Background: an optimization exercise with open tools, aiming at small area, a short achievable clock period and few clock cycles per item. Do not read the settings as production practice. At most, simulation tests tie the RTL to the original design; equivalence was not proved.

epsilon:
Design first_substring_match_top, start of the top module:
module first_substring_match_top
(
  input  wire logic              clk,
  input  wire logic              rst,
  input  wire logic              in_valid,
  output logic                   in_ready,
  input  wire logic [7:0]        hay_byte,
  input  wire logic              last_byte,
  output logic                   out_valid,
  input  wire logic              out_ready,
  output logic                   found,
  output logic [31:0]            offset,
  input  wire logic              psel,
  input  wire logic              penable,
  input  wire logic              pwrite,
  input  wire logic [4:0]        paddr,
  input  wire logic [63:0]       pwdata,
  output logic [63:0]            prdata,
  output logic                   pready
);
==> module fsubm_back, before the edit <==
module fsubm_back
(
  input  wire logic         clk,
  input  wire logic         rst,
  input  wire logic [63:0]  cfg_first,
  input  wire logic [63:0]  cfg_next,
  input  wire logic [4:0]   cfg_len,
  input  wire logic         a_v,
  input  wire logic [7:0]   a_byte,
  input  wire logic         a_last,
  output logic              out_valid_nx,
  output logic              out_valid,
  input  wire logic         out_ready,
  output logic              found,
  output logic [31:0]       offset
);
  logic [127:0] needle;
  logic [15:0]  eq;
  logic [15:0]  d;
  logic [15:0]  d_nx;
  logic [15:0]  pre;
  logic         prev_last;
  logic         r_v;
  logic         r_first;
  logic         r_last;
  logic         r_match;
  logic         m_nx;
  logic         matched;
  logic [31:0]  cnt;
  logic [31:0]  carry;
  logic [31:0]  cnt_tog;
  logic [15:0]  sel;
  logic         len_zero;
  logic [31:0]  init;
  logic         proceed;
  logic         step;
  logic         res;
  assign needle  = {cfg_next, cfg_first};
  assign proceed = !out_valid;
  assign offset  = cnt;
  always_comb begin
    for (int j = 0; j < 15; j++) begin
      sel[j] = !cfg_len[4] && (cfg_len[3:0] == 4'(j + 1));
    end
    sel[15]  = cfg_len[4];
    len_zero = (cfg_len == 5'd0);
    if (cfg_len[4]) begin
      init = 32'hFFFF_FFF1;
    end else if (cfg_len[3:0] == 4'd0) begin
      init = 32'd0;
    end else begin
      init = 32'd1 - 32'(cfg_len[3:0]);
    end
  end
  always_comb begin
    for (int j = 0; j < 16; j++) begin
      eq[j] = (a_byte == needle[8*j +: 8]);
    end
    pre[0] = sel[0];
    for (int j = 1; j < 16; j++) begin
      pre[j] = sel[j] && d[j-1] && !prev_last;
    end
    d_nx[0] = eq[0];
    for (int j = 1; j < 16; j++) begin
      d_nx[j] = eq[j] && d[j-1] && !prev_last;
    end
  end
  assign m_nx = (|(eq & pre)) || (len_zero && prev_last);
  always_ff @(posedge clk) begin
    if (proceed && a_v) begin
      d <= d_nx;
    end
  end
  always_ff @(posedge clk) begin
    if (rst) begin
      prev_last <= 1'b1;
      r_v       <= 1'b0;
    end else if (proceed) begin
      r_v <= a_v;
      if (a_v) begin
        prev_last <= a_last;
      end
    end
  end
  always_ff @(posedge clk) begin
    if (proceed) begin
      r_first <= prev_last;
      r_last  <= a_last;
      r_match <= m_nx;
    end
  end
  assign step = proceed && r_v;
  assign res  = r_v && !matched && (r_match || r_last);
  assign out_valid_nx = out_valid ? !out_ready : res;
  always_ff @(posedge clk) begin
    if (rst) begin
      matched   <= 1'b0;
      out_valid <= 1'b0;
    end else begin
      out_valid <= out_valid_nx;
      if (step) begin
        matched <= !r_last && (matched || r_match);
      end
    end
  end
  always_comb begin
    carry[0] = 1'b1;
    for (int i = 1; i < 32; i++) begin
      carry[i] = carry[i-1] && cnt[i-1];
    end
  end
  assign cnt_tog = cnt ^ ({32{step}} & carry);
  always_ff @(posedge clk) begin
    found <= out_valid ? (found && !out_ready) : r_match;
    if (step && r_last && !r_match) begin
      cnt <= '0;
    end else if (step && r_first) begin
      cnt <= init;
    end else begin
      cnt <= cnt_tog;
    end
  end
endmodule
==> module first_substring_match_top, before the edit <==
module first_substring_match_top
(
  input  wire logic              clk,
  input  wire logic              rst,
  input  wire logic              in_valid,
  output logic                   in_ready,
  input  wire logic [7:0]        hay_byte,
  input  wire logic              last_byte,
  output logic                   out_valid,
  input  wire logic              out_ready,
  output logic                   found,
  output logic [31:0]            offset,
  input  wire logic              psel,
  input  wire logic              penable,
  input  wire logic              pwrite,
  input  wire logic [4:0]        paddr,
  input  wire logic [63:0]       pwdata,
  output logic [63:0]            prdata,
  output logic                   pready
);
  logic [63:0] cfg_first;
  logic [63:0] cfg_next;
  logic [4:0]  cfg_len;
  logic        wr_first;
  logic        wr_next;
  logic        wr_len;
  logic        setup_wr;
  logic        rst_r;
  logic [63:0] wdata;
  logic        a_v;
  logic [7:0]  a_byte;
  logic        a_last;
  logic        out_valid_nx;
  assign pready   = 1'b1;
  assign setup_wr = psel && !penable && pwrite;
  always_ff @(posedge clk) begin
    if (rst) begin
      wr_first <= 1'b0;
      wr_next  <= 1'b0;
      wr_len   <= 1'b0;
    end else begin
      wr_first <= setup_wr && (paddr[4:3] == 2'd0);
      wr_next  <= setup_wr && (paddr[4:3] == 2'd1);
      wr_len   <= setup_wr && (paddr[4:3] == 2'd2);
    end
  end
  always_ff @(posedge clk) begin
    rst_r <= rst;
  end
  assign wdata = rst_r ? 64'd0 : pwdata;
  always_ff @(posedge clk) begin
    if (wr_first || rst_r) cfg_first <= wdata;
    if (wr_next  || rst_r) cfg_next  <= wdata;
    if (wr_len   || rst_r) cfg_len   <= wdata[4:0];
  end
  always_ff @(posedge clk) begin
    case (rst_r ? 2'd3 : paddr[4:3])
      2'd0:    prdata <= cfg_first;
      2'd1:    prdata <= cfg_next;
      2'd2:    prdata <= {59'd0, cfg_len};
      default: prdata <= '0;
    endcase
  end
  fsubm_front u_front (
    .clk       (clk),
    .rst       (rst),
    .in_valid  (in_valid),
    .in_ready  (in_ready),
    .hay_byte  (hay_byte),
    .last_byte (last_byte),
    .a_v       (a_v),
    .a_byte    (a_byte),
    .a_last    (a_last),
    .out_valid_nx (out_valid_nx)
  );
  fsubm_back u_back (
    .clk       (clk),
    .rst       (rst),
    .cfg_first (cfg_first),
    .cfg_next  (cfg_next),
    .cfg_len   (cfg_len),
    .a_v       (a_v),
    .a_byte    (a_byte),
    .a_last    (a_last),
    .out_valid_nx (out_valid_nx),
    .out_valid (out_valid),
    .out_ready (out_ready),
    .found     (found),
    .offset    (offset)
  );
endmodule
Settings: LEC_CHECK=0, ABC_CLOCK_PERIOD_IN_PS=2500, CAP_MARGIN=20, CORE_MARGIN=2, CORE_UTILIZATION=60, CTS_CLUSTER_DIAMETER=100, CTS_CLUSTER_SIZE=30, SETUP_SLACK_MARGIN=4.7, SLEW_MARGIN=20, BUFFER_PORTS_ARGS=-buffer_cell sky130_fd_sc_hd__buf_2; clock period 7.0 ns.
standard.sh (not shown) runs the stock make flow with config.mk's settings and CLKGATE_MAP_FILE= SYNTH_SCRIPT=/design/flow/synth_recipe.tcl, a recipe that flattens the netlist after the stock synthesis.
==> flow/flow/run.sh <==
#!/bin/bash
# Standard layout, with the port buffers made of buf_2 instead of the
# cell buffer_ports picks by default.
echo 'export BUFFER_PORTS_ARGS = -buffer_cell sky130_fd_sc_hd__buf_2' >> config.mk
bash standard.sh > standard.log 2>&1
Testbench counts of epsilon, summed over its fixed seeds: cycles 381,470, bytes 379,052.
Modified inputs, alpha compared to epsilon
==> flow/design.v, changed modules only <==
module fsubm_back
(
  input  wire logic         clk,
  input  wire logic         rst,
  input  wire logic [63:0]  cfg_first,
  input  wire logic [63:0]  cfg_next,
  input  wire logic [4:0]   cfg_len,
  input  wire logic [15:0]  len_sel,
  input  wire logic         len_zero,
  input  wire logic         a_v,
  input  wire logic [7:0]   a_byte,
  input  wire logic         a_last,
  output logic              out_valid_nx,
  output logic              out_valid,
  input  wire logic         out_ready,
  output logic              found,
  output logic [31:0]       offset
);
  logic [127:0] needle;
  logic [15:0]  eq;
  logic [15:0]  d;
  logic [15:0]  d_nx;
  logic [15:0]  pre;
  logic         prev_last;
  logic         r_v;
  logic         r_first;
  logic         r_last;
  logic         r_match;
  logic         m_nx;
  logic         matched;
  logic [31:0]  cnt;
  logic [31:0]  carry;
  logic [31:0]  cnt_tog;
  logic [15:0]  sel;
  logic [31:0]  init;
  logic         proceed;
  logic         step;
  logic         res;
  assign needle  = {cfg_next, cfg_first};
  assign proceed = !out_valid;
  assign offset  = cnt;
  assign sel = len_sel;
  always_comb begin
    if (cfg_len[4]) begin
      init = 32'hFFFF_FFF1;
    end else if (cfg_len[3:0] == 4'd0) begin
      init = 32'd0;
    end else begin
      init = 32'd1 - 32'(cfg_len[3:0]);
    end
  end
  always_comb begin
    for (int j = 0; j < 16; j++) begin
      eq[j] = (a_byte == needle[8*j +: 8]);
    end
    pre[0] = sel[0];
    for (int j = 1; j < 16; j++) begin
      pre[j] = sel[j] && d[j-1] && !prev_last;
    end
    d_nx[0] = eq[0];
    for (int j = 1; j < 16; j++) begin
      d_nx[j] = eq[j] && d[j-1] && !prev_last;
    end
  end
  assign m_nx = (|(eq & pre)) || (len_zero && prev_last);
  always_ff @(posedge clk) begin
    if (proceed && a_v) begin
      d <= d_nx;
    end
  end
  always_ff @(posedge clk) begin
    if (rst) begin
      prev_last <= 1'b1;
      r_v       <= 1'b0;
    end else if (proceed) begin
      r_v <= a_v;
      if (a_v) begin
        prev_last <= a_last;
      end
    end
  end
  always_ff @(posedge clk) begin
    if (proceed) begin
      r_first <= prev_last;
      r_last  <= a_last;
      r_match <= m_nx;
    end
  end
  assign step = proceed && r_v;
  assign res  = r_v && !matched && (r_match || r_last);
  assign out_valid_nx = out_valid ? !out_ready : res;
  always_ff @(posedge clk) begin
    if (rst) begin
      matched   <= 1'b0;
      out_valid <= 1'b0;
    end else begin
      out_valid <= out_valid_nx;
      if (step) begin
        matched <= !r_last && (matched || r_match);
      end
    end
  end
  always_comb begin
    carry[0] = 1'b1;
    for (int i = 1; i < 32; i++) begin
      carry[i] = carry[i-1] && cnt[i-1];
    end
  end
  assign cnt_tog = cnt ^ ({32{step}} & carry);
  always_ff @(posedge clk) begin
    found <= out_valid ? (found && !out_ready) : r_match;
    if (step && r_last && !r_match) begin
      cnt <= '0;
    end else if (step && r_first) begin
      cnt <= init;
    end else begin
      cnt <= cnt_tog;
    end
  end
endmodule
module first_substring_match_top
(
  input  wire logic              clk,
  input  wire logic              rst,
  input  wire logic              in_valid,
  output logic                   in_ready,
  input  wire logic [7:0]        hay_byte,
  input  wire logic              last_byte,
  output logic                   out_valid,
  input  wire logic              out_ready,
  output logic                   found,
  output logic [31:0]            offset,
  input  wire logic              psel,
  input  wire logic              penable,
  input  wire logic              pwrite,
  input  wire logic [4:0]        paddr,
  input  wire logic [63:0]       pwdata,
  output logic [63:0]            prdata,
  output logic                   pready
);
  logic [63:0] cfg_first;
  logic [63:0] cfg_next;
  logic [4:0]  cfg_len;
  logic        wr_first;
  logic        wr_next;
  logic        wr_len;
  logic        setup_wr;
  logic        rst_r;
  logic [63:0] wdata;
  logic [4:0]  len_nx;
  logic [15:0] len_sel;
  logic        len_zero;
  logic        a_v;
  logic [7:0]  a_byte;
  logic        a_last;
  logic        out_valid_nx;
  assign pready   = 1'b1;
  assign setup_wr = psel && !penable && pwrite;
  always_ff @(posedge clk) begin
    if (rst) begin
      wr_first <= 1'b0;
      wr_next  <= 1'b0;
      wr_len   <= 1'b0;
    end else begin
      wr_first <= setup_wr && (paddr[4:3] == 2'd0);
      wr_next  <= setup_wr && (paddr[4:3] == 2'd1);
      wr_len   <= setup_wr && (paddr[4:3] == 2'd2);
    end
  end
  always_ff @(posedge clk) begin
    rst_r <= rst;
  end
  assign wdata = rst_r ? 64'd0 : pwdata;
  always_ff @(posedge clk) begin
    if (wr_first || rst_r) cfg_first <= wdata;
    if (wr_next  || rst_r) cfg_next  <= wdata;
    cfg_len <= len_nx;
  end
  assign len_nx = (wr_len || rst_r) ? wdata[4:0] : cfg_len;
  always_ff @(posedge clk) begin
    for (int j = 0; j < 15; j++) begin
      len_sel[j] <= !len_nx[4] && (len_nx[3:0] == 4'(j + 1));
    end
    len_sel[15] <= len_nx[4];
    len_zero    <= (len_nx == 5'd0);
  end
  always_ff @(posedge clk) begin
    case (rst_r ? 2'd3 : paddr[4:3])
      2'd0:    prdata <= cfg_first;
      2'd1:    prdata <= cfg_next;
      2'd2:    prdata <= {59'd0, cfg_len};
      default: prdata <= '0;
    endcase
  end
  fsubm_front u_front (
    .clk       (clk),
    .rst       (rst),
    .in_valid  (in_valid),
    .in_ready  (in_ready),
    .hay_byte  (hay_byte),
    .last_byte (last_byte),
    .a_v       (a_v),
    .a_byte    (a_byte),
    .a_last    (a_last),
    .out_valid_nx (out_valid_nx)
  );
  fsubm_back u_back (
    .clk       (clk),
    .rst       (rst),
    .cfg_first (cfg_first),
    .cfg_next  (cfg_next),
    .cfg_len   (cfg_len),
    .len_sel   (len_sel),
    .len_zero  (len_zero),
    .a_v       (a_v),
    .a_byte    (a_byte),
    .a_last    (a_last),
    .out_valid_nx (out_valid_nx),
    .out_valid (out_valid),
    .out_ready (out_ready),
    .found     (found),
    .offset    (offset)
  );
endmodule
Findings:
Site row count ends up higher on alpha.
alpha: PASS, flow complete, no timing, DRC or antenna violations
Compared with epsilon, alpha ends up with a larger final cell area.
Looking at worst hold-check slack across both flows, alpha is the weaker of the two, with epsilon ahead.
Relative to epsilon, the routed length on met1 of alpha is higher by 9.6%.
The routed wire length was comparable across epsilon and alpha.
For alpha, only the layout was checked, not whether the RTL still works.

## re-timing with driven ports
The flow's constraints put no driver on any port. The routed layouts listed below were extracted and timed again, unchanged, in two steps. Step 1 (the two cells are an assumption about what drives the block):
set clk [get_ports {clk}]
set_driving_cell -lib_cell sky130_fd_sc_hd__clkbuf_16 $clk
set_driving_cell -lib_cell sky130_fd_sc_hd__buf_2 [delete_from_list [all_inputs] $clk]
Step 2 adds t to the input delays and takes it off the output delays; t is the mean of the earliest and latest rising clock arrival at the registers after step 1. Input paths then give back, and output paths get back, about the clock's delay inside the block. Three values: no drivers, after step 1, after step 2; two values: the first two.
run | t, ns | setup WS [ns] | hold slack, ns | clock arrival spread, ns | worst data-port slew with drivers (ns)
epsilon | 0.531 | 4.611 / 4.565 / 4.296 | 0.494 / 0.494 / 0.494 | 0.028 / 0.028 | 0.05
alpha | 0.523 | 4.550 / 4.509 / 4.207 | 0.473 / 0.473 / 0.473 | 0.029 / 0.028 | 0.08
After both steps every run listed still meets setup and hold. The setup slack of alpha, which loses most, moves by -0.041 ns with the drivers and by -0.343 ns with both steps.
